Context: an optimization exercise on an open-source flow, tuned for small area and a short achievable clock period. The choices shown serve that exercise and are no tape-out recipe. No functional check of the RTL was part of any run shown here. No activity file was given, so power comes from the tool's default toggle rates.

### flow/config.mk
export PLATFORM = sky130hd
export DESIGN_NAME = mac_pipe_real
export DESIGN_NICKNAME = mac_pipe_real
export VERILOG_FILES = /design/flow/design.v
export SDC_FILE = /design/flow/constraint.sdc
export NUM_CORES = 4
export LEC_CHECK = 0
export ABC_AREA = 1
export CAP_MARGIN = 20
export CORE_MARGIN = 2
export CORE_UTILIZATION = 40
export SETUP_SLACK_MARGIN = 5
export SLEW_MARGIN = 20
### flow/constraint.sdc
create_clock -name core_clock -period 10.0 [get_ports {clk}]
set_input_delay 2.0000 -clock core_clock [delete_from_list [all_inputs] [get_ports {clk}]]
set_output_delay 2.0000 -clock core_clock [all_outputs]
set_load 0.01 [all_outputs]
### flow/design.v
package mac_pipe_real_pkg;
  localparam logic MODE_MUL = 1'b0;
  localparam logic MODE_ACC = 1'b1;
  function automatic logic signed [63:0] sat_max(input int width);
    sat_max = (64'sd1 <<< (width - 1)) - 64'sd1;
  endfunction
  function automatic logic signed [63:0] sat_min(input int width);
    sat_min = 64'sd0 - (64'sd1 <<< (width - 1));
  endfunction
  function automatic int align_shift(input int a_exp, input int b_exp, input int c_exp);
    align_shift = (a_exp + b_exp) - c_exp;
  endfunction
endpackage
module mac_mul_cs (
  input  logic [15:0] a,
  input  logic [15:0] b,
  output logic [31:0] cs0,
  output logic [31:0] cs1
);
  wire k1;
  wire k2;
  wire k3;
  wire k4;
  wire k5;
  wire k6;
  wire k7;
  wire s8;
  wire c9;
  wire s10;
  wire c11;
  wire s12;
  wire c13;
  wire s14;
  wire c15;
  wire s16;
  wire c17;
  wire s18;
  wire c19;
  wire s20;
  wire c21;
  wire s22;
  wire c23;
  wire s24;
  wire c25;
  wire s26;
  wire c27;
  wire s28;
  wire c29;
  wire s30;
  wire c31;
  wire s32;
  wire c33;
  wire s34;
  wire c35;
  wire s36;
  wire c37;
  wire s38;
  wire c39;
  wire s40;
  wire c41;
  wire s42;
  wire c43;
  wire s44;
  wire c45;
  wire s46;
  wire c47;
  wire s48;
  wire c49;
  wire s50;
  wire c51;
  wire s52;
  wire c53;
  wire s54;
  wire c55;
  wire s56;
  wire c57;
  wire s58;
  wire c59;
  wire s60;
  wire c61;
  wire s62;
  wire c63;
  wire s64;
  wire c65;
  wire s66;
  wire c67;
  wire s68;
  wire c69;
  wire s70;
  wire c71;
  wire s72;
  wire c73;
  wire s74;
  wire c75;
  wire s76;
  wire c77;
  wire s78;
  wire c79;
  wire s80;
  wire c81;
  wire s82;
  wire c83;
  wire s84;
  wire c85;
  wire s86;
  wire c87;
  wire s88;
  wire c89;
  wire s90;
  wire c91;
  wire s92;
  wire c93;
  wire s94;
  wire c95;
  wire s96;
  wire c97;
  wire s98;
  wire c99;
  wire s100;
  wire c101;
  wire s102;
  wire c103;
  wire s104;
  wire c105;
  wire s106;
  wire c107;
  wire s108;
  wire c109;
  wire s110;
  wire c111;
  wire s112;
  wire c113;
  wire s114;
  wire c115;
  wire s116;
  wire c117;
  wire s118;
  wire c119;
  wire s120;
  wire c121;
  wire s122;
  wire c123;
  wire s124;
  wire c125;
  wire s126;
  wire c127;
  wire s128;
  wire c129;
  wire s130;
  wire c131;
  wire s132;
  wire c133;
  wire s134;
  wire c135;
  wire s136;
  wire c137;
  wire s138;
  wire c139;
  wire s140;
  wire c141;
  wire s142;
  wire c143;
  wire s144;
  wire c145;
  wire s146;
  wire c147;
  wire s148;
  wire c149;
  wire s150;
  wire c151;
  wire s152;
  wire c153;
  wire s154;
  wire c155;
  wire s156;
  wire c157;
  wire s158;
  wire c159;
  wire s160;
  wire c161;
  wire s162;
  wire c163;
  wire s164;
  wire c165;
  wire s166;
  wire c167;
  wire s168;
  wire c169;
  wire s170;
  wire c171;
  wire s172;
  wire c173;
  wire s174;
  wire c175;
  wire s176;
  wire c177;
  wire s178;
  wire c179;
  wire s180;
  wire c181;
  wire s182;
  wire c183;
  wire s184;
  wire c185;
  wire s186;
  wire c187;
  wire s188;
  wire c189;
  wire s190;
  wire c191;
  wire s192;
  wire c193;
  wire s194;
  wire c195;
  wire s196;
  wire c197;
  wire s198;
  wire c199;
  wire s200;
  wire c201;
  wire s202;
  wire c203;
  wire s204;
  wire c205;
  wire s206;
  wire c207;
  wire s208;
  wire c209;
  wire s210;
  wire c211;
  wire s212;
  wire c213;
  wire s214;
  wire c215;
  wire s216;
  wire c217;
  wire s218;
  wire c219;
  wire s220;
  wire c221;
  wire s222;
  wire c223;
  wire s224;
  wire c225;
  wire s226;
  wire c227;
  wire s228;
  wire c229;
  wire s230;
  wire c231;
  wire s232;
  wire c233;
  wire s234;
  wire c235;
  wire s236;
  wire c237;
  wire s238;
  wire c239;
  wire one0 = b[0] ^ 1'b0;
  wire two0 = (b[1] & ~b[0] & ~1'b0) | (~b[1] & b[0] & 1'b0);
  wire neg0 = b[1];
  wire one1 = b[2] ^ b[1];
  wire two1 = (b[3] & ~b[2] & ~b[1]) | (~b[3] & b[2] & b[1]);
  wire neg1 = b[3];
  wire one2 = b[4] ^ b[3];
  wire two2 = (b[5] & ~b[4] & ~b[3]) | (~b[5] & b[4] & b[3]);
  wire neg2 = b[5];
  wire one3 = b[6] ^ b[5];
  wire two3 = (b[7] & ~b[6] & ~b[5]) | (~b[7] & b[6] & b[5]);
  wire neg3 = b[7];
  wire one4 = b[8] ^ b[7];
  wire two4 = (b[9] & ~b[8] & ~b[7]) | (~b[9] & b[8] & b[7]);
  wire neg4 = b[9];
  wire one5 = b[10] ^ b[9];
  wire two5 = (b[11] & ~b[10] & ~b[9]) | (~b[11] & b[10] & b[9]);
  wire neg5 = b[11];
  wire one6 = b[12] ^ b[11];
  wire two6 = (b[13] & ~b[12] & ~b[11]) | (~b[13] & b[12] & b[11]);
  wire neg6 = b[13];
  wire one7 = b[14] ^ b[13];
  wire two7 = (b[15] & ~b[14] & ~b[13]) | (~b[15] & b[14] & b[13]);
  wire neg7 = b[15];
  wire pp0_0 = ((one0 & a[0]) | (two0 & 1'b0)) ^ neg0;
  wire pp0_1 = ((one0 & a[1]) | (two0 & a[0])) ^ neg0;
  wire pp0_2 = ((one0 & a[2]) | (two0 & a[1])) ^ neg0;
  wire pp0_3 = ((one0 & a[3]) | (two0 & a[2])) ^ neg0;
  wire pp0_4 = ((one0 & a[4]) | (two0 & a[3])) ^ neg0;
  wire pp0_5 = ((one0 & a[5]) | (two0 & a[4])) ^ neg0;
  wire pp0_6 = ((one0 & a[6]) | (two0 & a[5])) ^ neg0;
  wire pp0_7 = ((one0 & a[7]) | (two0 & a[6])) ^ neg0;
  wire pp0_8 = ((one0 & a[8]) | (two0 & a[7])) ^ neg0;
  wire pp0_9 = ((one0 & a[9]) | (two0 & a[8])) ^ neg0;
  wire pp0_10 = ((one0 & a[10]) | (two0 & a[9])) ^ neg0;
  wire pp0_11 = ((one0 & a[11]) | (two0 & a[10])) ^ neg0;
  wire pp0_12 = ((one0 & a[12]) | (two0 & a[11])) ^ neg0;
  wire pp0_13 = ((one0 & a[13]) | (two0 & a[12])) ^ neg0;
  wire pp0_14 = ((one0 & a[14]) | (two0 & a[13])) ^ neg0;
  wire pp0_15 = ((one0 & a[15]) | (two0 & a[14])) ^ neg0;
  wire pp0_16 = ((one0 & a[15]) | (two0 & a[15])) ^ neg0;
  wire pp1_0 = ((one1 & a[0]) | (two1 & 1'b0)) ^ neg1;
  wire pp1_1 = ((one1 & a[1]) | (two1 & a[0])) ^ neg1;
  wire pp1_2 = ((one1 & a[2]) | (two1 & a[1])) ^ neg1;
  wire pp1_3 = ((one1 & a[3]) | (two1 & a[2])) ^ neg1;
  wire pp1_4 = ((one1 & a[4]) | (two1 & a[3])) ^ neg1;
  wire pp1_5 = ((one1 & a[5]) | (two1 & a[4])) ^ neg1;
  wire pp1_6 = ((one1 & a[6]) | (two1 & a[5])) ^ neg1;
  wire pp1_7 = ((one1 & a[7]) | (two1 & a[6])) ^ neg1;
  wire pp1_8 = ((one1 & a[8]) | (two1 & a[7])) ^ neg1;
  wire pp1_9 = ((one1 & a[9]) | (two1 & a[8])) ^ neg1;
  wire pp1_10 = ((one1 & a[10]) | (two1 & a[9])) ^ neg1;
  wire pp1_11 = ((one1 & a[11]) | (two1 & a[10])) ^ neg1;
  wire pp1_12 = ((one1 & a[12]) | (two1 & a[11])) ^ neg1;
  wire pp1_13 = ((one1 & a[13]) | (two1 & a[12])) ^ neg1;
  wire pp1_14 = ((one1 & a[14]) | (two1 & a[13])) ^ neg1;
  wire pp1_15 = ((one1 & a[15]) | (two1 & a[14])) ^ neg1;
  wire pp1_16 = ((one1 & a[15]) | (two1 & a[15])) ^ neg1;
  wire pp2_0 = ((one2 & a[0]) | (two2 & 1'b0)) ^ neg2;
  wire pp2_1 = ((one2 & a[1]) | (two2 & a[0])) ^ neg2;
  wire pp2_2 = ((one2 & a[2]) | (two2 & a[1])) ^ neg2;
  wire pp2_3 = ((one2 & a[3]) | (two2 & a[2])) ^ neg2;
  wire pp2_4 = ((one2 & a[4]) | (two2 & a[3])) ^ neg2;
  wire pp2_5 = ((one2 & a[5]) | (two2 & a[4])) ^ neg2;
  wire pp2_6 = ((one2 & a[6]) | (two2 & a[5])) ^ neg2;
  wire pp2_7 = ((one2 & a[7]) | (two2 & a[6])) ^ neg2;
  wire pp2_8 = ((one2 & a[8]) | (two2 & a[7])) ^ neg2;
  wire pp2_9 = ((one2 & a[9]) | (two2 & a[8])) ^ neg2;
  wire pp2_10 = ((one2 & a[10]) | (two2 & a[9])) ^ neg2;
  wire pp2_11 = ((one2 & a[11]) | (two2 & a[10])) ^ neg2;
  wire pp2_12 = ((one2 & a[12]) | (two2 & a[11])) ^ neg2;
  wire pp2_13 = ((one2 & a[13]) | (two2 & a[12])) ^ neg2;
  wire pp2_14 = ((one2 & a[14]) | (two2 & a[13])) ^ neg2;
  wire pp2_15 = ((one2 & a[15]) | (two2 & a[14])) ^ neg2;
  wire pp2_16 = ((one2 & a[15]) | (two2 & a[15])) ^ neg2;
  wire pp3_0 = ((one3 & a[0]) | (two3 & 1'b0)) ^ neg3;
  wire pp3_1 = ((one3 & a[1]) | (two3 & a[0])) ^ neg3;
  wire pp3_2 = ((one3 & a[2]) | (two3 & a[1])) ^ neg3;
  wire pp3_3 = ((one3 & a[3]) | (two3 & a[2])) ^ neg3;
  wire pp3_4 = ((one3 & a[4]) | (two3 & a[3])) ^ neg3;
  wire pp3_5 = ((one3 & a[5]) | (two3 & a[4])) ^ neg3;
  wire pp3_6 = ((one3 & a[6]) | (two3 & a[5])) ^ neg3;
  wire pp3_7 = ((one3 & a[7]) | (two3 & a[6])) ^ neg3;
  wire pp3_8 = ((one3 & a[8]) | (two3 & a[7])) ^ neg3;
  wire pp3_9 = ((one3 & a[9]) | (two3 & a[8])) ^ neg3;
  wire pp3_10 = ((one3 & a[10]) | (two3 & a[9])) ^ neg3;
  wire pp3_11 = ((one3 & a[11]) | (two3 & a[10])) ^ neg3;
  wire pp3_12 = ((one3 & a[12]) | (two3 & a[11])) ^ neg3;
  wire pp3_13 = ((one3 & a[13]) | (two3 & a[12])) ^ neg3;
  wire pp3_14 = ((one3 & a[14]) | (two3 & a[13])) ^ neg3;
  wire pp3_15 = ((one3 & a[15]) | (two3 & a[14])) ^ neg3;
  wire pp3_16 = ((one3 & a[15]) | (two3 & a[15])) ^ neg3;
  wire pp4_0 = ((one4 & a[0]) | (two4 & 1'b0)) ^ neg4;
  wire pp4_1 = ((one4 & a[1]) | (two4 & a[0])) ^ neg4;
  wire pp4_2 = ((one4 & a[2]) | (two4 & a[1])) ^ neg4;
  wire pp4_3 = ((one4 & a[3]) | (two4 & a[2])) ^ neg4;
  wire pp4_4 = ((one4 & a[4]) | (two4 & a[3])) ^ neg4;
  wire pp4_5 = ((one4 & a[5]) | (two4 & a[4])) ^ neg4;
  wire pp4_6 = ((one4 & a[6]) | (two4 & a[5])) ^ neg4;
  wire pp4_7 = ((one4 & a[7]) | (two4 & a[6])) ^ neg4;
  wire pp4_8 = ((one4 & a[8]) | (two4 & a[7])) ^ neg4;
  wire pp4_9 = ((one4 & a[9]) | (two4 & a[8])) ^ neg4;
  wire pp4_10 = ((one4 & a[10]) | (two4 & a[9])) ^ neg4;
  wire pp4_11 = ((one4 & a[11]) | (two4 & a[10])) ^ neg4;
  wire pp4_12 = ((one4 & a[12]) | (two4 & a[11])) ^ neg4;
  wire pp4_13 = ((one4 & a[13]) | (two4 & a[12])) ^ neg4;
  wire pp4_14 = ((one4 & a[14]) | (two4 & a[13])) ^ neg4;
  wire pp4_15 = ((one4 & a[15]) | (two4 & a[14])) ^ neg4;
  wire pp4_16 = ((one4 & a[15]) | (two4 & a[15])) ^ neg4;
  wire pp5_0 = ((one5 & a[0]) | (two5 & 1'b0)) ^ neg5;
  wire pp5_1 = ((one5 & a[1]) | (two5 & a[0])) ^ neg5;
  wire pp5_2 = ((one5 & a[2]) | (two5 & a[1])) ^ neg5;
  wire pp5_3 = ((one5 & a[3]) | (two5 & a[2])) ^ neg5;
  wire pp5_4 = ((one5 & a[4]) | (two5 & a[3])) ^ neg5;
  wire pp5_5 = ((one5 & a[5]) | (two5 & a[4])) ^ neg5;
  wire pp5_6 = ((one5 & a[6]) | (two5 & a[5])) ^ neg5;
  wire pp5_7 = ((one5 & a[7]) | (two5 & a[6])) ^ neg5;
  wire pp5_8 = ((one5 & a[8]) | (two5 & a[7])) ^ neg5;
  wire pp5_9 = ((one5 & a[9]) | (two5 & a[8])) ^ neg5;
  wire pp5_10 = ((one5 & a[10]) | (two5 & a[9])) ^ neg5;
  wire pp5_11 = ((one5 & a[11]) | (two5 & a[10])) ^ neg5;
  wire pp5_12 = ((one5 & a[12]) | (two5 & a[11])) ^ neg5;
  wire pp5_13 = ((one5 & a[13]) | (two5 & a[12])) ^ neg5;
  wire pp5_14 = ((one5 & a[14]) | (two5 & a[13])) ^ neg5;
  wire pp5_15 = ((one5 & a[15]) | (two5 & a[14])) ^ neg5;
  wire pp5_16 = ((one5 & a[15]) | (two5 & a[15])) ^ neg5;
  wire pp6_0 = ((one6 & a[0]) | (two6 & 1'b0)) ^ neg6;
  wire pp6_1 = ((one6 & a[1]) | (two6 & a[0])) ^ neg6;
  wire pp6_2 = ((one6 & a[2]) | (two6 & a[1])) ^ neg6;
  wire pp6_3 = ((one6 & a[3]) | (two6 & a[2])) ^ neg6;
  wire pp6_4 = ((one6 & a[4]) | (two6 & a[3])) ^ neg6;
  wire pp6_5 = ((one6 & a[5]) | (two6 & a[4])) ^ neg6;
  wire pp6_6 = ((one6 & a[6]) | (two6 & a[5])) ^ neg6;
  wire pp6_7 = ((one6 & a[7]) | (two6 & a[6])) ^ neg6;
  wire pp6_8 = ((one6 & a[8]) | (two6 & a[7])) ^ neg6;
  wire pp6_9 = ((one6 & a[9]) | (two6 & a[8])) ^ neg6;
  wire pp6_10 = ((one6 & a[10]) | (two6 & a[9])) ^ neg6;
  wire pp6_11 = ((one6 & a[11]) | (two6 & a[10])) ^ neg6;
  wire pp6_12 = ((one6 & a[12]) | (two6 & a[11])) ^ neg6;
  wire pp6_13 = ((one6 & a[13]) | (two6 & a[12])) ^ neg6;
  wire pp6_14 = ((one6 & a[14]) | (two6 & a[13])) ^ neg6;
  wire pp6_15 = ((one6 & a[15]) | (two6 & a[14])) ^ neg6;
  wire pp6_16 = ((one6 & a[15]) | (two6 & a[15])) ^ neg6;
  wire pp7_0 = ((one7 & a[0]) | (two7 & 1'b0)) ^ neg7;
  wire pp7_1 = ((one7 & a[1]) | (two7 & a[0])) ^ neg7;
  wire pp7_2 = ((one7 & a[2]) | (two7 & a[1])) ^ neg7;
  wire pp7_3 = ((one7 & a[3]) | (two7 & a[2])) ^ neg7;
  wire pp7_4 = ((one7 & a[4]) | (two7 & a[3])) ^ neg7;
  wire pp7_5 = ((one7 & a[5]) | (two7 & a[4])) ^ neg7;
  wire pp7_6 = ((one7 & a[6]) | (two7 & a[5])) ^ neg7;
  wire pp7_7 = ((one7 & a[7]) | (two7 & a[6])) ^ neg7;
  wire pp7_8 = ((one7 & a[8]) | (two7 & a[7])) ^ neg7;
  wire pp7_9 = ((one7 & a[9]) | (two7 & a[8])) ^ neg7;
  wire pp7_10 = ((one7 & a[10]) | (two7 & a[9])) ^ neg7;
  wire pp7_11 = ((one7 & a[11]) | (two7 & a[10])) ^ neg7;
  wire pp7_12 = ((one7 & a[12]) | (two7 & a[11])) ^ neg7;
  wire pp7_13 = ((one7 & a[13]) | (two7 & a[12])) ^ neg7;
  wire pp7_14 = ((one7 & a[14]) | (two7 & a[13])) ^ neg7;
  wire pp7_15 = ((one7 & a[15]) | (two7 & a[14])) ^ neg7;
  wire pp7_16 = ((one7 & a[15]) | (two7 & a[15])) ^ neg7;
  assign k1 = ~(pp1_14);
  assign k2 = ~(pp1_14);
  assign k3 = ~(pp2_15);
  assign k4 = ~(pp3_15);
  assign k5 = ~(pp4_15);
  assign k6 = ~(pp5_15);
  assign k7 = ~(pp7_15);
  assign s8 = neg5 ^ pp0_10;
  assign c9 = neg5 & pp0_10;
  assign s10 = pp0_11 ^ pp1_9;
  assign c11 = pp0_11 & pp1_9;
  assign s12 = neg6 ^ pp0_12 ^ pp1_10;
  assign c13 = (neg6 & pp0_12) | (neg6 & pp1_10) | (pp0_12 & pp1_10);
  assign s14 = pp2_8 ^ pp3_6;
  assign c15 = pp2_8 & pp3_6;
  assign s16 = pp0_13 ^ pp1_11 ^ pp2_9;
  assign c17 = (pp0_13 & pp1_11) | (pp0_13 & pp2_9) | (pp1_11 & pp2_9);
  assign s18 = pp3_7 ^ pp4_5;
  assign c19 = pp3_7 & pp4_5;
  assign s20 = neg7 ^ pp0_14 ^ pp1_12;
  assign c21 = (neg7 & pp0_14) | (neg7 & pp1_12) | (pp0_14 & pp1_12);
  assign s22 = pp2_10 ^ pp3_8 ^ pp4_6;
  assign c23 = (pp2_10 & pp3_8) | (pp2_10 & pp4_6) | (pp3_8 & pp4_6);
  assign s24 = pp5_4 ^ pp6_2;
  assign c25 = pp5_4 & pp6_2;
  assign s26 = pp0_15 ^ pp1_13 ^ pp2_11;
  assign c27 = (pp0_15 & pp1_13) | (pp0_15 & pp2_11) | (pp1_13 & pp2_11);
  assign s28 = pp3_9 ^ pp4_7 ^ pp5_5;
  assign c29 = (pp3_9 & pp4_7) | (pp3_9 & pp5_5) | (pp4_7 & pp5_5);
  assign s30 = pp6_3 ^ pp7_1;
  assign c31 = pp6_3 & pp7_1;
  assign s32 = pp2_12 ^ pp3_10 ^ pp4_8;
  assign c33 = (pp2_12 & pp3_10) | (pp2_12 & pp4_8) | (pp3_10 & pp4_8);
  assign s34 = pp5_6 ^ pp6_4 ^ pp7_2;
  assign c35 = (pp5_6 & pp6_4) | (pp5_6 & pp7_2) | (pp6_4 & pp7_2);
  assign s36 = ~pp0_16 ^ k1;
  assign c37 = ~pp0_16 & k1;
  assign s38 = pp1_15 ^ pp2_13 ^ pp3_11;
  assign c39 = (pp1_15 & pp2_13) | (pp1_15 & pp3_11) | (pp2_13 & pp3_11);
  assign s40 = pp4_9 ^ pp5_7 ^ pp6_5;
  assign c41 = (pp4_9 & pp5_7) | (pp4_9 & pp6_5) | (pp5_7 & pp6_5);
  assign s42 = pp7_3 ^ k2;
  assign c43 = pp7_3 & k2;
  assign s44 = pp1_14 ^ pp2_14 ^ pp3_12;
  assign c45 = (pp1_14 & pp2_14) | (pp1_14 & pp3_12) | (pp2_14 & pp3_12);
  assign s46 = pp4_10 ^ pp5_8 ^ pp6_6;
  assign c47 = (pp4_10 & pp5_8) | (pp4_10 & pp6_6) | (pp5_8 & pp6_6);
  assign s48 = pp7_4 ^ ~pp1_16;
  assign c49 = pp7_4 & ~pp1_16;
  assign s50 = pp3_13 ^ pp4_11 ^ pp5_9;
  assign c51 = (pp3_13 & pp4_11) | (pp3_13 & pp5_9) | (pp4_11 & pp5_9);
  assign s52 = pp6_7 ^ pp7_5;
  assign c53 = pp6_7 & pp7_5;
  assign s54 = pp2_15 ^ pp3_14 ^ pp4_12;
  assign c55 = (pp2_15 & pp3_14) | (pp2_15 & pp4_12) | (pp3_14 & pp4_12);
  assign s56 = pp5_10 ^ pp6_8;
  assign c57 = pp5_10 & pp6_8;
  assign s58 = pp4_13 ^ pp5_11;
  assign c59 = pp4_13 & pp5_11;
  assign s60 = pp3_15 ^ pp4_14;
  assign c61 = pp3_15 & pp4_14;
  assign s62 = neg3 ^ pp0_6;
  assign c63 = neg3 & pp0_6;
  assign s64 = pp0_7 ^ pp1_5;
  assign c65 = pp0_7 & pp1_5;
  assign s66 = neg4 ^ pp0_8 ^ pp1_6;
  assign c67 = (neg4 & pp0_8) | (neg4 & pp1_6) | (pp0_8 & pp1_6);
  assign s68 = pp2_4 ^ pp3_2;
  assign c69 = pp2_4 & pp3_2;
  assign s70 = pp0_9 ^ pp1_7 ^ pp2_5;
  assign c71 = (pp0_9 & pp1_7) | (pp0_9 & pp2_5) | (pp1_7 & pp2_5);
  assign s72 = pp3_3 ^ pp4_1;
  assign c73 = pp3_3 & pp4_1;
  assign s74 = pp1_8 ^ pp2_6 ^ pp3_4;
  assign c75 = (pp1_8 & pp2_6) | (pp1_8 & pp3_4) | (pp2_6 & pp3_4);
  assign s76 = pp4_2 ^ pp5_0 ^ s8;
  assign c77 = (pp4_2 & pp5_0) | (pp4_2 & s8) | (pp5_0 & s8);
  assign s78 = pp2_7 ^ pp3_5 ^ pp4_3;
  assign c79 = (pp2_7 & pp3_5) | (pp2_7 & pp4_3) | (pp3_5 & pp4_3);
  assign s80 = pp5_1 ^ c9 ^ s10;
  assign c81 = (pp5_1 & c9) | (pp5_1 & s10) | (c9 & s10);
  assign s82 = pp4_4 ^ pp5_2 ^ pp6_0;
  assign c83 = (pp4_4 & pp5_2) | (pp4_4 & pp6_0) | (pp5_2 & pp6_0);
  assign s84 = c11 ^ s14 ^ s12;
  assign c85 = (c11 & s14) | (c11 & s12) | (s14 & s12);
  assign s86 = pp5_3 ^ pp6_1 ^ c15;
  assign c87 = (pp5_3 & pp6_1) | (pp5_3 & c15) | (pp6_1 & c15);
  assign s88 = s18 ^ c13 ^ s16;
  assign c89 = (s18 & c13) | (s18 & s16) | (c13 & s16);
  assign s90 = pp7_0 ^ c19 ^ s24;
  assign c91 = (pp7_0 & c19) | (pp7_0 & s24) | (c19 & s24);
  assign s92 = c17 ^ s20 ^ s22;
  assign c93 = (c17 & s20) | (c17 & s22) | (s20 & s22);
  assign s94 = c25 ^ s30 ^ c21;
  assign c95 = (c25 & s30) | (c25 & c21) | (s30 & c21);
  assign s96 = c23 ^ s26 ^ s28;
  assign c97 = (c23 & s26) | (c23 & s28) | (s26 & s28);
  assign s98 = c31 ^ s36 ^ c27;
  assign c99 = (c31 & s36) | (c31 & c27) | (s36 & c27);
  assign s100 = c29 ^ s32 ^ s34;
  assign c101 = (c29 & s32) | (c29 & s34) | (s32 & s34);
  assign s102 = c37 ^ s42 ^ c33;
  assign c103 = (c37 & s42) | (c37 & c33) | (s42 & c33);
  assign s104 = c35 ^ s38 ^ s40;
  assign c105 = (c35 & s38) | (c35 & s40) | (s38 & s40);
  assign s106 = c43 ^ s48 ^ c39;
  assign c107 = (c43 & s48) | (c43 & c39) | (s48 & c39);
  assign s108 = c41 ^ s44 ^ s46;
  assign c109 = (c41 & s44) | (c41 & s46) | (s44 & s46);
  assign s110 = k3 ^ c49 ^ s52;
  assign c111 = (k3 & c49) | (k3 & s52) | (c49 & s52);
  assign s112 = c45 ^ c47 ^ s50;
  assign c113 = (c45 & c47) | (c45 & s50) | (c47 & s50);
  assign s114 = pp7_6 ^ ~pp2_16 ^ c53;
  assign c115 = (pp7_6 & ~pp2_16) | (pp7_6 & c53) | (~pp2_16 & c53);
  assign s116 = s56 ^ c51 ^ s54;
  assign c117 = (s56 & c51) | (s56 & s54) | (c51 & s54);
  assign s118 = pp6_9 ^ pp7_7 ^ k4;
  assign c119 = (pp6_9 & pp7_7) | (pp6_9 & k4) | (pp7_7 & k4);
  assign s120 = c57 ^ s58 ^ c55;
  assign c121 = (c57 & s58) | (c57 & c55) | (s58 & c55);
  assign s122 = pp5_12 ^ pp6_10 ^ pp7_8;
  assign c123 = (pp5_12 & pp6_10) | (pp5_12 & pp7_8) | (pp6_10 & pp7_8);
  assign s124 = ~pp3_16 ^ c59 ^ s60;
  assign c125 = (~pp3_16 & c59) | (~pp3_16 & s60) | (c59 & s60);
  assign s126 = pp5_13 ^ pp6_11 ^ pp7_9;
  assign c127 = (pp5_13 & pp6_11) | (pp5_13 & pp7_9) | (pp6_11 & pp7_9);
  assign s128 = k5 ^ c61;
  assign c129 = k5 & c61;
  assign s130 = pp4_15 ^ pp5_14 ^ pp6_12;
  assign c131 = (pp4_15 & pp5_14) | (pp4_15 & pp6_12) | (pp5_14 & pp6_12);
  assign s132 = pp7_10 ^ ~pp4_16;
  assign c133 = pp7_10 & ~pp4_16;
  assign s134 = pp6_13 ^ pp7_11;
  assign c135 = pp6_13 & pp7_11;
  assign s136 = pp5_15 ^ pp6_14;
  assign c137 = pp5_15 & pp6_14;
  assign s138 = neg2 ^ pp0_4;
  assign c139 = neg2 & pp0_4;
  assign s140 = pp0_5 ^ pp1_3;
  assign c141 = pp0_5 & pp1_3;
  assign s142 = pp1_4 ^ pp2_2 ^ pp3_0;
  assign c143 = (pp1_4 & pp2_2) | (pp1_4 & pp3_0) | (pp2_2 & pp3_0);
  assign s144 = pp2_3 ^ pp3_1 ^ c63;
  assign c145 = (pp2_3 & pp3_1) | (pp2_3 & c63) | (pp3_1 & c63);
  assign s146 = pp4_0 ^ c65 ^ s68;
  assign c147 = (pp4_0 & c65) | (pp4_0 & s68) | (c65 & s68);
  assign s148 = c69 ^ s72 ^ c67;
  assign c149 = (c69 & s72) | (c69 & c67) | (s72 & c67);
  assign s150 = c73 ^ c71 ^ s74;
  assign c151 = (c73 & c71) | (c73 & s74) | (c71 & s74);
  assign s152 = c75 ^ s78 ^ c77;
  assign c153 = (c75 & s78) | (c75 & c77) | (s78 & c77);
  assign s154 = c79 ^ s82 ^ c81;
  assign c155 = (c79 & s82) | (c79 & c81) | (s82 & c81);
  assign s156 = c83 ^ s86 ^ c85;
  assign c157 = (c83 & s86) | (c83 & c85) | (s86 & c85);
  assign s158 = c87 ^ s90 ^ c89;
  assign c159 = (c87 & s90) | (c87 & c89) | (s90 & c89);
  assign s160 = c91 ^ s94 ^ c93;
  assign c161 = (c91 & s94) | (c91 & c93) | (s94 & c93);
  assign s162 = c95 ^ s98 ^ c97;
  assign c163 = (c95 & s98) | (c95 & c97) | (s98 & c97);
  assign s164 = c99 ^ s102 ^ c101;
  assign c165 = (c99 & s102) | (c99 & c101) | (s102 & c101);
  assign s166 = c103 ^ s106 ^ c105;
  assign c167 = (c103 & s106) | (c103 & c105) | (s106 & c105);
  assign s168 = s110 ^ c107 ^ c109;
  assign c169 = (s110 & c107) | (s110 & c109) | (c107 & c109);
  assign s170 = s114 ^ c111 ^ c113;
  assign c171 = (s114 & c111) | (s114 & c113) | (c111 & c113);
  assign s172 = s118 ^ c115 ^ s120;
  assign c173 = (s118 & c115) | (s118 & s120) | (c115 & s120);
  assign s174 = s122 ^ c119 ^ s124;
  assign c175 = (s122 & c119) | (s122 & s124) | (c119 & s124);
  assign s176 = c123 ^ s126 ^ s128;
  assign c177 = (c123 & s126) | (c123 & s128) | (s126 & s128);
  assign s178 = s132 ^ c127 ^ s130;
  assign c179 = (s132 & c127) | (s132 & s130) | (c127 & s130);
  assign s180 = k6 ^ c133 ^ s134;
  assign c181 = (k6 & c133) | (k6 & s134) | (c133 & s134);
  assign s182 = pp7_12 ^ ~pp5_16 ^ c135;
  assign c183 = (pp7_12 & ~pp5_16) | (pp7_12 & c135) | (~pp5_16 & c135);
  assign s184 = pp6_15 ^ pp7_13;
  assign c185 = pp6_15 & pp7_13;
  assign s186 = neg1 ^ pp0_2;
  assign c187 = neg1 & pp0_2;
  assign s188 = pp0_3 ^ pp1_1;
  assign c189 = pp0_3 & pp1_1;
  assign s190 = pp1_2 ^ pp2_0 ^ s138;
  assign c191 = (pp1_2 & pp2_0) | (pp1_2 & s138) | (pp2_0 & s138);
  assign s192 = pp2_1 ^ c139 ^ s140;
  assign c193 = (pp2_1 & c139) | (pp2_1 & s140) | (c139 & s140);
  assign s194 = c141 ^ s62 ^ s142;
  assign c195 = (c141 & s62) | (c141 & s142) | (s62 & s142);
  assign s196 = s64 ^ c143 ^ s144;
  assign c197 = (s64 & c143) | (s64 & s144) | (c143 & s144);
  assign s198 = s66 ^ c145 ^ s146;
  assign c199 = (s66 & c145) | (s66 & s146) | (c145 & s146);
  assign s200 = s70 ^ c147 ^ s148;
  assign c201 = (s70 & c147) | (s70 & s148) | (c147 & s148);
  assign s202 = s76 ^ c149 ^ s150;
  assign c203 = (s76 & c149) | (s76 & s150) | (c149 & s150);
  assign s204 = s80 ^ c151 ^ s152;
  assign c205 = (s80 & c151) | (s80 & s152) | (c151 & s152);
  assign s206 = s84 ^ c153 ^ s154;
  assign c207 = (s84 & c153) | (s84 & s154) | (c153 & s154);
  assign s208 = s88 ^ c155 ^ s156;
  assign c209 = (s88 & c155) | (s88 & s156) | (c155 & s156);
  assign s210 = s92 ^ c157 ^ s158;
  assign c211 = (s92 & c157) | (s92 & s158) | (c157 & s158);
  assign s212 = s96 ^ c159 ^ s160;
  assign c213 = (s96 & c159) | (s96 & s160) | (c159 & s160);
  assign s214 = s100 ^ c161 ^ s162;
  assign c215 = (s100 & c161) | (s100 & s162) | (c161 & s162);
  assign s216 = s104 ^ c163 ^ s164;
  assign c217 = (s104 & c163) | (s104 & s164) | (c163 & s164);
  assign s218 = s108 ^ c165 ^ s166;
  assign c219 = (s108 & c165) | (s108 & s166) | (c165 & s166);
  assign s220 = s112 ^ c167 ^ s168;
  assign c221 = (s112 & c167) | (s112 & s168) | (c167 & s168);
  assign s222 = s116 ^ c169 ^ s170;
  assign c223 = (s116 & c169) | (s116 & s170) | (c169 & s170);
  assign s224 = c117 ^ c171 ^ s172;
  assign c225 = (c117 & c171) | (c117 & s172) | (c171 & s172);
  assign s226 = c121 ^ s174 ^ c173;
  assign c227 = (c121 & s174) | (c121 & c173) | (s174 & c173);
  assign s228 = c125 ^ s176 ^ c175;
  assign c229 = (c125 & s176) | (c125 & c175) | (s176 & c175);
  assign s230 = c129 ^ s178 ^ c177;
  assign c231 = (c129 & s178) | (c129 & c177) | (s178 & c177);
  assign s232 = c131 ^ s180 ^ c179;
  assign c233 = (c131 & s180) | (c131 & c179) | (s180 & c179);
  assign s234 = s136 ^ s182 ^ c181;
  assign c235 = (s136 & s182) | (s136 & c181) | (s182 & c181);
  assign s236 = c137 ^ s184 ^ c183;
  assign c237 = (c137 & s184) | (c137 & c183) | (s184 & c183);
  assign s238 = pp7_14 ^ ~pp6_16 ^ c185;
  assign c239 = (pp7_14 & ~pp6_16) | (pp7_14 & c185) | (~pp6_16 & c185);
  assign cs0 = {1'b1, pp7_15, k7, s238, c235, s234, s232, s230, s228, c225, c223, c221, c219, c217, c215, c213, c211, c209, c207, c205, c203, c201, c199, c197, c195, c193, c191, c189, c187, pp1_0, pp0_1, neg0};
  assign cs1 = {1'b0, ~pp7_16, c239, c237, s236, c233, c231, c229, c227, s226, s224, s222, s220, s218, s216, s214, s212, s210, s208, s206, s204, s202, s200, s198, s196, s194, s192, s190, s188, s186, 1'b0, pp0_0};
endmodule
module mac_acc_sat (
  input  logic [31:0] cs0,
  input  logic [31:0] cs1,
  input  logic [23:0] acc,
  input  logic        add_acc,
  output logic [23:0] res,
  output logic        hit
);
  wire [23:0] acc_g = add_acc ? acc : 24'd0;
  wire [31:0] accr = {4'b0000, ~acc_g[23], acc_g[22:0], 4'b0000};
  wire [31:0] x0 = cs0 ^ cs1 ^ accr;
  wire [31:0] x1 = ((cs0 & cs1) | (cs0 & accr) | (cs1 & accr)) << 1;
  wire [31:0] t = x0 + x1;
  wire [27:0] s = t[31:4];
  assign hit = ~(&s[27:23]) & (|s[27:23]);
  assign res = hit ? {s[27], {23{~s[27]}}} : s[23:0];
endmodule
module mac_pipe_real
#(
  parameter int N_CH       = 4,
  parameter int PIPE_DEPTH = 2,
  parameter int a_width    = 16,
  parameter int a_exponent = -8,
  parameter int b_width    = 16,
  parameter int b_exponent = -8,
  parameter int c_width    = 24,
  parameter int c_exponent = -12
) (
  input  logic                      clk,
  input  logic                      rst,
  input  logic                      cke,
  input  logic                      mode,
  input  logic                      clr,
  input  logic                      in_valid,
  input  logic [N_CH*a_width-1:0]   a,
  input  logic [N_CH*b_width-1:0]   b,
  output logic                      out_valid,
  output logic [N_CH*c_width-1:0]   c,
  output logic [N_CH-1:0]           sat
);
  logic                    s1_vld;
  logic                    s1_clr;
  logic                    s1_mode;
  logic [31:0]             s1_cs0 [N_CH];
  logic [31:0]             s1_cs1 [N_CH];
  logic [31:0]             mul_cs0 [N_CH];
  logic [31:0]             mul_cs1 [N_CH];
  logic [N_CH*c_width-1:0] acc;
  always_ff @(posedge clk) begin
    if (rst) begin
      s1_vld <= 1'b0;
      s1_clr <= 1'b0;
    end else if (cke) begin
      s1_vld <= in_valid;
      s1_clr <= clr;
    end
  end
  for (genvar k = 0; k < N_CH; k++) begin : g_mul
    mac_mul_cs u_mul (
      .a   (a[k*a_width +: a_width]),
      .b   (b[k*b_width +: b_width]),
      .cs0 (mul_cs0[k]),
      .cs1 (mul_cs1[k])
    );
  end
  always_ff @(posedge clk) begin
    if (cke) begin
      s1_mode <= mode;
      for (int k = 0; k < N_CH; k++) begin
        s1_cs0[k] <= mul_cs0[k];
        s1_cs1[k] <= mul_cs1[k];
      end
    end
  end
  logic [c_width-1:0] lane_res [N_CH];
  logic               lane_hit [N_CH];
  logic               add_acc;
  logic               upd_acc;
  assign add_acc = s1_mode & ~s1_clr;
  assign upd_acc = s1_mode | s1_clr;
  for (genvar k = 0; k < N_CH; k++) begin : g_lane
    mac_acc_sat u_lane (
      .cs0     (s1_cs0[k]),
      .cs1     (s1_cs1[k]),
      .acc     (acc[k*c_width +: c_width]),
      .add_acc (add_acc),
      .res     (lane_res[k]),
      .hit     (lane_hit[k])
    );
  end
  always_ff @(posedge clk) begin
    if (cke) begin
      for (int k = 0; k < N_CH; k++) c[k*c_width +: c_width] <= lane_res[k];
    end
  end
  always_ff @(posedge clk) begin
    if (rst) begin
      out_valid <= 1'b0;
      acc       <= '0;
      sat       <= '0;
    end else if (cke) begin
      out_valid <= s1_vld;
      for (int k = 0; k < N_CH; k++) begin
        if (s1_vld) begin
          if (upd_acc) acc[k*c_width +: c_width] <= lane_res[k];
          sat[k] <= (sat[k] & ~s1_clr) | lane_hit[k];
        end else if (s1_clr) begin
          acc[k*c_width +: c_width] <= '0;
          sat[k]                    <= 1'b0;
        end
      end
    end
  end
endmodule
### flow/run.sh
#!/bin/bash
# synth_recipe.tcl (not shown) runs the flow's synth.tcl, then flattens the netlist and writes it again
# the make line also repeats each setting of config.mk as NAME=value (left out here)
make -C /OpenROAD-flow-scripts/flow DESIGN_CONFIG=/design/flow/config.mk WORK_HOME=/design/flow/orfs CLKGATE_MAP_FILE= SYNTH_SCRIPT=/design/flow/synth_recipe.tcl finish
==> impl_metrics.toml, run 1 <==
[drt]
vias = 38500
drt_iter0_drc = 3014
drt-vias-per-instance = 5.15
wirelength_um = 141000
ant_nets = 0
drtPass1Iterations = 6
drc = 0
wl_per_cell_um = 18.9

[floorplanning]
die_w_um = 345
fp.dieH_um = 345
start_util_pct = 40.5
boundaryPins = 235
num_rows = 124
core_area_um2 = 115000
dieArea_um2 = 119000

[critical_path]
crit_path_end_kind = "flip-flop"
worstPathArrival_ps = 5370
crit_type = "input port to flip-flop"
rr_worst_depth = 24
r2r_slack_ps = 5400
required_ps = 10390
r2r_end = "acc[41]$_SDFFE_PP0P_"
critPathLaunchType = "input port"
setup.worst_path.end = "g_lane[3].u_lane.cs1[19]$_DFFE_PP_"
critPathLaunch = "b[61]"
r2r_start = "s1_clr$_SDFFE_PP0P_"
worstPathMaxFanout = 10

[global_routing]
grt_max_degree = 79
grt_pass1_vias = 37700
antenna_found_initial = 2
overflow = 0
grt_pass1_wl_um = 216000
gr-usage-all-layers_pct = 23.3

[sta]
fin_skew_ps = 30.1
slew-limit-headroom_pct = 34.3
fin_setup_tns_ps = 0
worst_pin_slew_ps = 985
setup-violations-final = 0
fin_crit_sh_pct = 49.8
maxSlewViolCount = 0
min_period_ps = 4980
rsz0062_at_grt = "yes"
hold_viol_final = 0
hold_slack_ps = 463
fin_ws_ps = 5020
fmax_mhz = 201

[final_layout]
final_core_util_pct = 49.6
layout.nets = 6737
multiInputGateArea_um2 = 30400
area_growth_pct = 22.5
fill_cells = 10900
antennaDiodeCount = 0
drive_above_1_share_pct = 15.2
seq_area_um2 = 12300
design_area_um2 = 56900
fin_cells = 7471

[synth]
synthCells = 5535
synth_cell_types = 41
synth-seq-cells = 444
syn-num-nets = 6361
ys_warn_count = 9
ys_seq_area_share_pct = 26.5
synthesis.area_um2 = 46400
avgSynthCellArea_um2 = 8.39

[place]
numPortBuffers = 234
place_ws_ps = 3380
detailed_place_hpwl_um = 103000
dp_cells = 7068
placed_area_um2 = 51300
gp_congestion = 0.919

[clock_tree]
cts_sinks = 444
clk_path_buf_depth = 3
clk_pin_slew_worst_paths_ps = 60
cts_max_level = 2
cts_made_buffers = 56
cts_hold_buf = 0
clockRootBuffer = "clkbuf_16"
insertion_delay_ps = 670
cts_tree = "done"

[power_and_ir_drop]
ir_drop_mv = 0.212
power_mw = 17.4
pwr_density_cell_nw_per_um2 = 306
p_leak_nw = 26.5

[job]
drv_cap = 0

[outcome]
status = "timing/DRC/antenna clean"

[worst_hold_path]
worstHoldPathType = "flip-flop to flip-flop"
[power breakdown]
group	internal (mW)	switching (mW)
clock network	1.32	0.899
registers	3.19	0.254
logic	4.29	7.45
total	8.81	8.61
[kinds of logic after synthesis]
group | count (synthesis) | share of synthesized area (%)
compound gates | 874 | 11.2
xor+xnor | 601 | 11.4
fa+ha+maj | 692 | 26.0
buf+inv | 1410 | 11.7
flops | 444 | 26.5
simple gates | 1514 | 13.2
[registers in the layout, indices dropped and copies added, names as in the netlist]
| register | flops |
|---|---|
| s1_cs0 | 124 |
| g_lane.u_lane.cs1 | 120 |
| acc | 96 |
| c | 96 |
| sat | 4 |
| out_valid | 1 |
| s1_clr | 1 |
| s1_mode | 1 |
| s1_vld | 1 |
[Yosys cell counts (all sizes together)]
cell       n  area [um2]
nor3      23         115
buf       53         325
a31o       1        8.76
o21ai    107         633
clkbuf   195         732
edfxtp   341       10200
o21a       3        22.5
a21o       9        67.6
ha       236        2950
a211oi    21         158
inv     1153        4330
a21oi    234        1180
clkinv     9        33.8
nor2     261        1020
xnor2     33         289
fa       456        9130
xor2     568        4980
o21bai    14         105
nand2   1111        4330
nand4      1        6.26
o22ai    476        2980
nor3b      1        12.5
a31oi      9        56.3
dfxtp    103        2060
nand3    114         626
nand3b     3        22.5
[area by class of cell]
cell class / instances / share of cell area, %
inverters: 1162 / 8.34
multi-input cells: 3682 / 53.4
repair buffers: 565 / 9.76
well taps: 1512 / 3.33
flip-flops and latches: 444 / 21.6
clock buffers: 68 / 2.67
clock inverters: 38 / 0.821
[layer usage]
metal  GRT usage, %  up-vias  wire (um)
met3           3.19      208       8500
met1           32.5    18700      62700
met4           6.01        0       3200
met5              0        -          0
li1               -    18300          -
met2           38.1     1273      66700
[placed cells by master, fill, tap and decap left out, types with 197 or more instances in the layout]
cell type	count
buf_4	269
inv_1	1057
xor2_1	554
edfxtp_1	341
a21oi_1	230
nor2_1	215
ha_1	234
o22ai_1	417
fa_1	411
nand2_1	975
clkdlybuf4s50_1	197
[critical path, cell delays in order]
cell             delay, ps
clkdlybuf4s50_1        500
buf_12                 170
clkinv_8                90
nand2_2                 90
o21ai_4                 70
buf_12                 140
o22ai_1                160
xor2_1                 320
fa_1                   480
fa_2                   360
fa_1                   510
inv_1                   50
fa_1                   420
[timing repair]
item,4_1_cts,5_1_grt
endpoints found under the setup margin,227,176
pin swaps,38,54
setup buffers,116,177
cloned,1,3
gates resized for setup,132,146
[how the worst min path moves through the flow]
stage                      startpoint                endpoint  slack (ps)  cells after the start
2_1_floorplan     s1_vld$_SDFFE_PP0P_     s1_vld$_SDFFE_PP0P_         440                      2
3_3_place_gp   out_valid$_SDFFE_PP0P_  out_valid$_SDFFE_PP0P_         450                      2
3_5_place_dp     acc[45]$_SDFFE_PP0P_    acc[45]$_SDFFE_PP0P_         460                      2
4_1_cts          acc[32]$_SDFFE_PP0P_    acc[32]$_SDFFE_PP0P_         470                      2
5_1_grt          acc[91]$_SDFFE_PP0P_    acc[91]$_SDFFE_PP0P_         480                      2
6_report          acc[0]$_SDFFE_PP0P_     acc[0]$_SDFFE_PP0P_         460                      2
==> inputs of run 2 (changes only) <==
--- a/flow/design.v
+++ b/flow/design.v
@@ -16,4 +16,5 @@
   input  logic [15:0] b,
-  output logic [31:0] cs0,
-  output logic [31:0] cs1
+  output logic [27:0] cs0,
+  output logic [27:0] cs1,
+  output logic        cin
 );
@@ -258,2 +259,6 @@
   wire c239;
+  wire lc240;
+  wire lc241;
+  wire lc242;
+  wire lc243;
   wire one0 = b[0] ^ 1'b0;
@@ -657,8 +662,14 @@
   assign c239 = (pp7_14 & ~pp6_16) | (pp7_14 & c185) | (~pp6_16 & c185);
-  assign cs0 = {1'b1, pp7_15, k7, s238, c235, s234, s232, s230, s228, c225, c223, c221, c219, c217, c215, c213, c211, c209, c207, c205, c203, c201, c199, c197, c195, c193, c191, c189, c187, pp1_0, pp0_1, neg0};
-  assign cs1 = {1'b0, ~pp7_16, c239, c237, s236, c233, c231, c229, c227, s226, s224, s222, s220, s218, s216, s214, s212, s210, s208, s206, s204, s202, s200, s198, s196, s194, s192, s190, s188, s186, 1'b0, pp0_0};
+  assign lc240 = (neg0 & pp0_0) | (neg0 & 1'b0) | (pp0_0 & 1'b0);
+  assign lc241 = (pp0_1 & 1'b0) | (pp0_1 & lc240) | (1'b0 & lc240);
+  assign lc242 = (pp1_0 & s186) | (pp1_0 & lc241) | (s186 & lc241);
+  assign lc243 = (c187 & s188) | (c187 & lc242) | (s188 & lc242);
+  assign cs0 = {1'b1, pp7_15, k7, s238, c235, s234, s232, s230, s228, c225, c223, c221, c219, c217, c215, c213, c211, c209, c207, c205, c203, c201, c199, c197, c195, c193, c191, c189};
+  assign cs1 = {1'b0, ~pp7_16, c239, c237, s236, c233, c231, c229, c227, s226, s224, s222, s220, s218, s216, s214, s212, s210, s208, s206, s204, s202, s200, s198, s196, s194, s192, s190};
+  assign cin = lc243;
 endmodule
 module mac_acc_sat (
-  input  logic [31:0] cs0,
-  input  logic [31:0] cs1,
+  input  logic [27:0] cs0,
+  input  logic [27:0] cs1,
+  input  logic        cin,
   input  logic [23:0] acc,
@@ -669,7 +680,109 @@
   wire [23:0] acc_g = add_acc ? acc : 24'd0;
-  wire [31:0] accr = {4'b0000, ~acc_g[23], acc_g[22:0], 4'b0000};
-  wire [31:0] x0 = cs0 ^ cs1 ^ accr;
-  wire [31:0] x1 = ((cs0 & cs1) | (cs0 & accr) | (cs1 & accr)) << 1;
-  wire [31:0] t = x0 + x1;
-  wire [27:0] s = t[31:4];
+  wire [27:0] accr = {4'b0000, ~acc_g[23], acc_g[22:0]};
+  wire [27:0] y0 = cs0 ^ cs1 ^ accr;
+  wire [27:0] y1 = {((cs0[26:0] & cs1[26:0]) | (cs0[26:0] & accr[26:0]) | (cs1[26:0] & accr[26:0])), cin};
+  wire [27:0] g0 = y0 & y1;
+  wire [27:0] p0 = y0 ^ y1;
+  wire pg1 = g0[1] | (p0[1] & g0[0]);
+  wire pg2 = g0[3] | (p0[3] & g0[2]);
+  wire pp2 = p0[3] & p0[2];
+  wire pg3 = g0[5] | (p0[5] & g0[4]);
+  wire pp3 = p0[5] & p0[4];
+  wire pg4 = g0[7] | (p0[7] & g0[6]);
+  wire pp4 = p0[7] & p0[6];
+  wire pg5 = g0[9] | (p0[9] & g0[8]);
+  wire pp5 = p0[9] & p0[8];
+  wire pg6 = g0[11] | (p0[11] & g0[10]);
+  wire pp6 = p0[11] & p0[10];
+  wire pg7 = g0[13] | (p0[13] & g0[12]);
+  wire pp7 = p0[13] & p0[12];
+  wire pg8 = g0[15] | (p0[15] & g0[14]);
+  wire pp8 = p0[15] & p0[14];
+  wire pg9 = g0[17] | (p0[17] & g0[16]);
+  wire pp9 = p0[17] & p0[16];
+  wire pg10 = g0[19] | (p0[19] & g0[18]);
+  wire pp10 = p0[19] & p0[18];
+  wire pg11 = g0[21] | (p0[21] & g0[20]);
+  wire pp11 = p0[21] & p0[20];
+  wire pg12 = g0[23] | (p0[23] & g0[22]);
+  wire pp12 = p0[23] & p0[22];
+  wire pg13 = g0[25] | (p0[25] & g0[24]);
+  wire pp13 = p0[25] & p0[24];
+  wire pg14 = g0[27] | (p0[27] & g0[26]);
+  wire pp14 = p0[27] & p0[26];
+  wire pg15 = g0[2] | (p0[2] & pg1);
+  wire pg16 = pg2 | (pp2 & pg1);
+  wire pg17 = g0[6] | (p0[6] & pg3);
+  wire pp17 = p0[6] & pp3;
+  wire pg18 = pg4 | (pp4 & pg3);
+  wire pp18 = pp4 & pp3;
+  wire pg19 = g0[10] | (p0[10] & pg5);
+  wire pp19 = p0[10] & pp5;
+  wire pg20 = pg6 | (pp6 & pg5);
+  wire pp20 = pp6 & pp5;
+  wire pg21 = g0[14] | (p0[14] & pg7);
+  wire pp21 = p0[14] & pp7;
+  wire pg22 = pg8 | (pp8 & pg7);
+  wire pp22 = pp8 & pp7;
+  wire pg23 = g0[18] | (p0[18] & pg9);
+  wire pp23 = p0[18] & pp9;
+  wire pg24 = pg10 | (pp10 & pg9);
+  wire pp24 = pp10 & pp9;
+  wire pg25 = g0[22] | (p0[22] & pg11);
+  wire pp25 = p0[22] & pp11;
+  wire pg26 = pg12 | (pp12 & pg11);
+  wire pp26 = pp12 & pp11;
+  wire pg27 = g0[26] | (p0[26] & pg13);
+  wire pp27 = p0[26] & pp13;
+  wire pg28 = pg14 | (pp14 & pg13);
+  wire pp28 = pp14 & pp13;
+  wire pg29 = g0[4] | (p0[4] & pg16);
+  wire pg30 = pg3 | (pp3 & pg16);
+  wire pg31 = pg17 | (pp17 & pg16);
+  wire pg32 = pg18 | (pp18 & pg16);
+  wire pg33 = g0[12] | (p0[12] & pg20);
+  wire pp33 = p0[12] & pp20;
+  wire pg34 = pg7 | (pp7 & pg20);
+  wire pp34 = pp7 & pp20;
+  wire pg35 = pg21 | (pp21 & pg20);
+  wire pp35 = pp21 & pp20;
+  wire pg36 = pg22 | (pp22 & pg20);
+  wire pp36 = pp22 & pp20;
+  wire pg37 = g0[20] | (p0[20] & pg24);
+  wire pp37 = p0[20] & pp24;
+  wire pg38 = pg11 | (pp11 & pg24);
+  wire pp38 = pp11 & pp24;
+  wire pg39 = pg25 | (pp25 & pg24);
+  wire pp39 = pp25 & pp24;
+  wire pg40 = pg26 | (pp26 & pg24);
+  wire pp40 = pp26 & pp24;
+  wire pg41 = g0[8] | (p0[8] & pg32);
+  wire pg42 = pg5 | (pp5 & pg32);
+  wire pg43 = pg19 | (pp19 & pg32);
+  wire pg44 = pg20 | (pp20 & pg32);
+  wire pg45 = pg33 | (pp33 & pg32);
+  wire pg46 = pg34 | (pp34 & pg32);
+  wire pg47 = pg35 | (pp35 & pg32);
+  wire pg48 = pg36 | (pp36 & pg32);
+  wire pg49 = g0[24] | (p0[24] & pg40);
+  wire pp49 = p0[24] & pp40;
+  wire pg50 = pg13 | (pp13 & pg40);
+  wire pp50 = pp13 & pp40;
+  wire pg51 = pg27 | (pp27 & pg40);
+  wire pp51 = pp27 & pp40;
+  wire pg52 = pg28 | (pp28 & pg40);
+  wire pp52 = pp28 & pp40;
+  wire pg53 = g0[16] | (p0[16] & pg48);
+  wire pg54 = pg9 | (pp9 & pg48);
+  wire pg55 = pg23 | (pp23 & pg48);
+  wire pg56 = pg24 | (pp24 & pg48);
+  wire pg57 = pg37 | (pp37 & pg48);
+  wire pg58 = pg38 | (pp38 & pg48);
+  wire pg59 = pg39 | (pp39 & pg48);
+  wire pg60 = pg40 | (pp40 & pg48);
+  wire pg61 = pg49 | (pp49 & pg48);
+  wire pg62 = pg50 | (pp50 & pg48);
+  wire pg63 = pg51 | (pp51 & pg48);
+  wire pg64 = pg52 | (pp52 & pg48);
+  wire [27:0] s = {(p0[27] ^ pg63), (p0[26] ^ pg62), (p0[25] ^ pg61), (p0[24] ^ pg60), (p0[23] ^ pg59), (p0[22] ^ pg58), (p0[21] ^ pg57), (p0[20] ^ pg56), (p0[19] ^ pg55), (p0[18] ^ pg54), (p0[17] ^ pg53), (p0[16] ^ pg48), (p0[15] ^ pg47), (p0[14] ^ pg46), (p0[13] ^ pg45), (p0[12] ^ pg44), (p0[11] ^ pg43), (p0[10] ^ pg42), (p0[9] ^ pg41), (p0[8] ^ pg32), (p0[7] ^ pg31), (p0[6] ^ pg30), (p0[5] ^ pg29), (p0[4] ^ pg16), (p0[3] ^ pg15), (p0[2] ^ pg1), (p0[1] ^ g0[0]), p0[0]};
   assign hit = ~(&s[27:23]) & (|s[27:23]);
@@ -703,6 +816,8 @@
   logic                    s1_mode;
-  logic [31:0]             s1_cs0 [N_CH];
-  logic [31:0]             s1_cs1 [N_CH];
-  logic [31:0]             mul_cs0 [N_CH];
-  logic [31:0]             mul_cs1 [N_CH];
+  logic [27:0]             s1_cs0 [N_CH];
+  logic [27:0]             s1_cs1 [N_CH];
+  logic [N_CH-1:0]         s1_cin;
+  logic [27:0]             mul_cs0 [N_CH];
+  logic [27:0]             mul_cs1 [N_CH];
+  logic [N_CH-1:0]         mul_cin;
   logic [N_CH*c_width-1:0] acc;
@@ -722,3 +837,4 @@
       .cs0 (mul_cs0[k]),
-      .cs1 (mul_cs1[k])
+      .cs1 (mul_cs1[k]),
+      .cin (mul_cin[k])
     );
@@ -732,2 +848,3 @@
       end
+      s1_cin  <= mul_cin;
     end
@@ -744,2 +861,3 @@
       .cs1     (s1_cs1[k]),
+      .cin     (s1_cin[k]),
       .acc     (acc[k*c_width +: c_width]),
==> flow/flow/run.sh (new file) <==
#!/bin/bash
set -e
export SETUP_SLACK_MARGIN=6
export BUFFER_PORTS_ARGS="-buffer_cell sky130_fd_sc_hd__buf_4"
bash standard.sh finish > standard.log 2>&1
==> flow/standard.sh (new file) <==
#!/bin/bash
# synth_recipe.tcl (not shown) runs the flow's synth.tcl, then flattens the netlist and writes it again
# the make line also repeats each setting of config.mk as NAME=value (left out here)
make -C /OpenROAD-flow-scripts/flow DESIGN_CONFIG=/design/flow/config.mk WORK_HOME=/design/flow/orfs CLKGATE_MAP_FILE= SYNTH_SCRIPT=/design/flow/synth_recipe.tcl "${@:-finish}"
--- a/flow/config.mk
+++ b/flow/config.mk
@@ -11,3 +11,2 @@
 export CORE_UTILIZATION = 40
-export SETUP_SLACK_MARGIN = 5
 export SLEW_MARGIN = 20
removed: flow/run.sh
==> run 2 against run 1 <==
Net effect: still clean; core utilization up 11 points; routed wire length rose by 4.8%; final area is 14% higher; final cell count down 5.3%; via count shrank 2.3%; die area decreased by 7.1%; critical path depth shrank 1; clock skew up 10 ps; critical endpoint is now s1_cs1[0][18]$_DFFE_PP_.
==> impl_metrics.toml, run 2 <==
[final_layout]
seq_area_um2 = 11600
final_common_cell = "inv_1"
layout.nets = 6458
final_cell_mix = "inv_1, buf_4, nand2_1, xor2_1, edfxtp_1"
final_core_util_pct = 60.4
area_growth_pct = 49.8
drive_above_1_share_pct = 46.4
multiInputGateArea_um2 = 35100
antennaDiodeCount = 0
fill_cells = 8399

[critical_path]
critPathMaxStageDelay_ps = 560
crit_path_end_kind = "flip-flop"
rr_worst_depth = 30
critPathLaunch = "b[11]"
worstPathMaxFanout = 5
slowest_stage = "fa_2"
crit_cells = 12
r2r_end = "acc[59]$_SDFFE_PP0P_"
setup.worst_path.end = "s1_cs1[0][18]$_DFFE_PP_"
r2r_start = "s1_mode$_DFFE_PP_"
crit_type = "input port to flip-flop"
path_delay_family = "adder cells"
cp_num_buf_inv = 5
critPathLaunchType = "input port"
worstPathArrival_ps = 4820
required_ps = 10350
r2r_slack_ps = 5680
crit_chain = "buf_16 > nor2_4 > o21ai_4 > buf_6 > buf_16 > buf_6 > o22ai_1 > xor2_1 > fa_1 > fa_2 > inv_2 > fa_2"

[sta]
setup-violations-final = 0
hold_viol_final = 0
fin_skew_ps = 40.5
slew-limit-headroom_pct = 27.3
fmax_mhz = 224
rsz0062_at_grt = "yes"
min_period_ps = 4470
worst_pin_slew_ps = 1090
maxSlewViolCount = 0
fin_ws_ps = 5530
fin_crit_sh_pct = 44.7
fin_setup_tns_ps = 0
hold_slack_ps = 467

[drt]
wirelength_um = 148000
drt_iter0_drc = 2835
ant_nets = 0
vias = 37600
wl_per_cell_um = 20.9
drtPass1Iterations = 6
drc = 0
drt-vias-per-instance = 5.31

[global_routing]
grt_max_degree = 132
gr-usage-all-layers_pct = 25.3
grt_pass1_vias = 38600
overflow = 0
grt_pass1_wl_um = 220000
antenna_found_initial = 0

[clock_tree]
clk_path_buf_depth = 3
cts_tree = "done"
cts_max_level = 2
cts_made_buffers = 53
insertion_delay_ps = 640
clockRootBuffer = "clkbuf_16"
clk_pin_slew_worst_paths_ps = 60
cts_hold_buf = 0
cts_sinks = 420

[synth]
avgSynthCellArea_um2 = 8.82
synth_edf_count = 317
synthesis.area_um2 = 43100
synth_top_cell_by_area = "fa_1"
synth_commonest_cells = "inv_1, nand2_1, xor2_1, fa_1, o22ai_1"
ys.flop_type = "edfxtp_1"
synth_top_cell_area_share_pct = 22.1
ys_seq_area_share_pct = 26.9
ys_warn_count = 9
synthCells = 4885
synth.most_common_cell = "inv_1"
synthTopCellsByArea = "fa_1, edfxtp_1, xor2_1"
async_flop_share_pct = 0
synth_cell_types = 40
syn-num-nets = 5715
synth-seq-cells = 420

[floorplanning]
start_util_pct = 40.3
die_w_um = 332
core_area_um2 = 107000
fp.dieH_um = 332
boundaryPins = 235
num_rows = 120
dieArea_um2 = 110000

[power_and_ir_drop]
p_int_mw = 10.2
pwr_density_cell_nw_per_um2 = 310
power_mw = 20.0
ir_drop_mv = 0.260
p_seq_share_pct = 16.4
p_sw_share_pct = 48.9
power_frac_comb_pct = 73.8
p_leak_nw = 28.6
power_frac_clock_pct = 9.8
netSwitchingPower_mw = 9.78

[place]
place_ws_ps = 4260
gp_congestion = 0.894
numPortBuffers = 234
detailed_place_hpwl_um = 86400

[worst_hold_path]
hp-start = "acc[94]$_SDFFE_PP0P_"
worstHoldPathType = "flip-flop to flip-flop"

[outcome]
status = "timing/DRC/antenna clean"

[job]
drv_cap = 0
## run 2: cell count changes after synthesis, moves of 28 or more
cell     before   now
nand2_1    1053   774
xor2_1      567   535
nor2_1      248   121
inv_1      1126  1085
a21oi_1     231   187
nand3_1     103    72
o21ai_0      54    26
## run 2: cells by family after synthesis
| family | share of synthesized area, % |
|---|---|
| AO/OA/AOI/OAI | 10.5 |
| XOR/XNOR | 11.3 |
| adder cells (fa/ha/maj) | 28.7 |
| buffers and inverters | 12.2 |
| flip-flops | 26.9 |
| AND/OR/NAND/NOR | 10.5 |
## run 2: routing by layer
metal / vias up / wire (um) / global-route usage, %
met1: 18600 / 58100 / 32.5
met3: 476 / 10900 / 3.83
met5: - / 0 / 0
met4: 0 / 7140 / 10.0
li1: 16900 / - / -
met2: 1685 / 71800 / 42.9
## run 2: final cells by class
| type | instances | share of cell area (%) |
|---|---|---|
| sequential | 420 | 17.9 |
| timing repair inverter | 5 | 0.0562 |
| multi-input combinational | 3132 | 54.4 |
| clock buffer | 70 | 2.28 |
| clock inverter | 29 | 0.436 |
| tap | 1403 | 2.72 |
| inverter | 1117 | 7.59 |
| timing repair buffer | 899 | 14.6 |
## run 2: power by group through the flow
stage          clock (mW)  combinational [mW]  sequential, mW
5_1_grt              2.07                16.3            3.35
2_1_floorplan           0                7.20            3.34
6_report             1.96                14.8            3.29
3_3_place_gp            0                9.50            3.32
3_5_place_dp            0                9.71            3.32
4_1_cts              2.01                12.3            3.29
## run 2: worst min-delay path by stage
stage                                 to  depth (start not counted)
finish              acc[94]$_SDFFE_PP0P_                          2
global route        acc[16]$_SDFFE_PP0P_                          2
CTS                 acc[81]$_SDFFE_PP0P_                          2
detailed placement  acc[37]$_SDFFE_PP0P_                          2
global placement    acc[71]$_SDFFE_PP0P_                          2
floorplan           acc[23]$_SDFFE_PP0P_                          2
## run 2: what timing repair did
action / CTS / global route
resized for setup: 1048 / 808
pin swaps: 378 / 471
setup endpoints to repair: 339 / 331
buffers inserted: 516 / 125
cloned: 37 / 11
## run 2: tightest hold or removal path, cell delays in order (launching register included)
cell and delay [ps]:
dfxtp_1 310, nand2_1 60, a21oi_1 60
## run 2: stage by stage
stage | cells | cell area, um2
2_1_floorplan | 4885 | 46500
3_5_place_dp | 6287 | 47900
3_3_place_gp | 6287 | 47900
4_1_cts | 6939 | 59700
6_report | 7075 | 64600
5_1_grt | 7075 | 64600

[afterwards: timing with drivers on the ports]
Ports are ideal in the flow. The routed layouts listed here were re-timed in OpenROAD. Step 1, drivers: a clkbuf_16 drives clk and a buf_2 each remaining input, both assumed. Step 2 times the ports against the registers' clock, not the clock port: input delays grow and output delays shrink by t, the midpoint of the rising clock arrivals with the driver on. Slacks: ideal / step 1 / step 2; pairs: ideal / step 1.
| run | shift t [ns] | setup WS [ns] | worst setup path at the end | latest minus earliest clock arrival (ns) | pins driven straight from the clock port |
|---|---|---|---|---|---|
| run 1 | 0.720 | 5.024 / 5.064 / 4.344 | input to register | 0.031 / 0.030 | 1 |
| run 2 | 0.691 | 5.533 / 5.478 / 4.787 | input to register | 0.041 / 0.041 | 1 |
After both steps setup and hold are still met in every run listed. For run 2, which loses most, drivers alone change the setup slack by -0.055 ns; drivers and shift together by -0.746 ns.
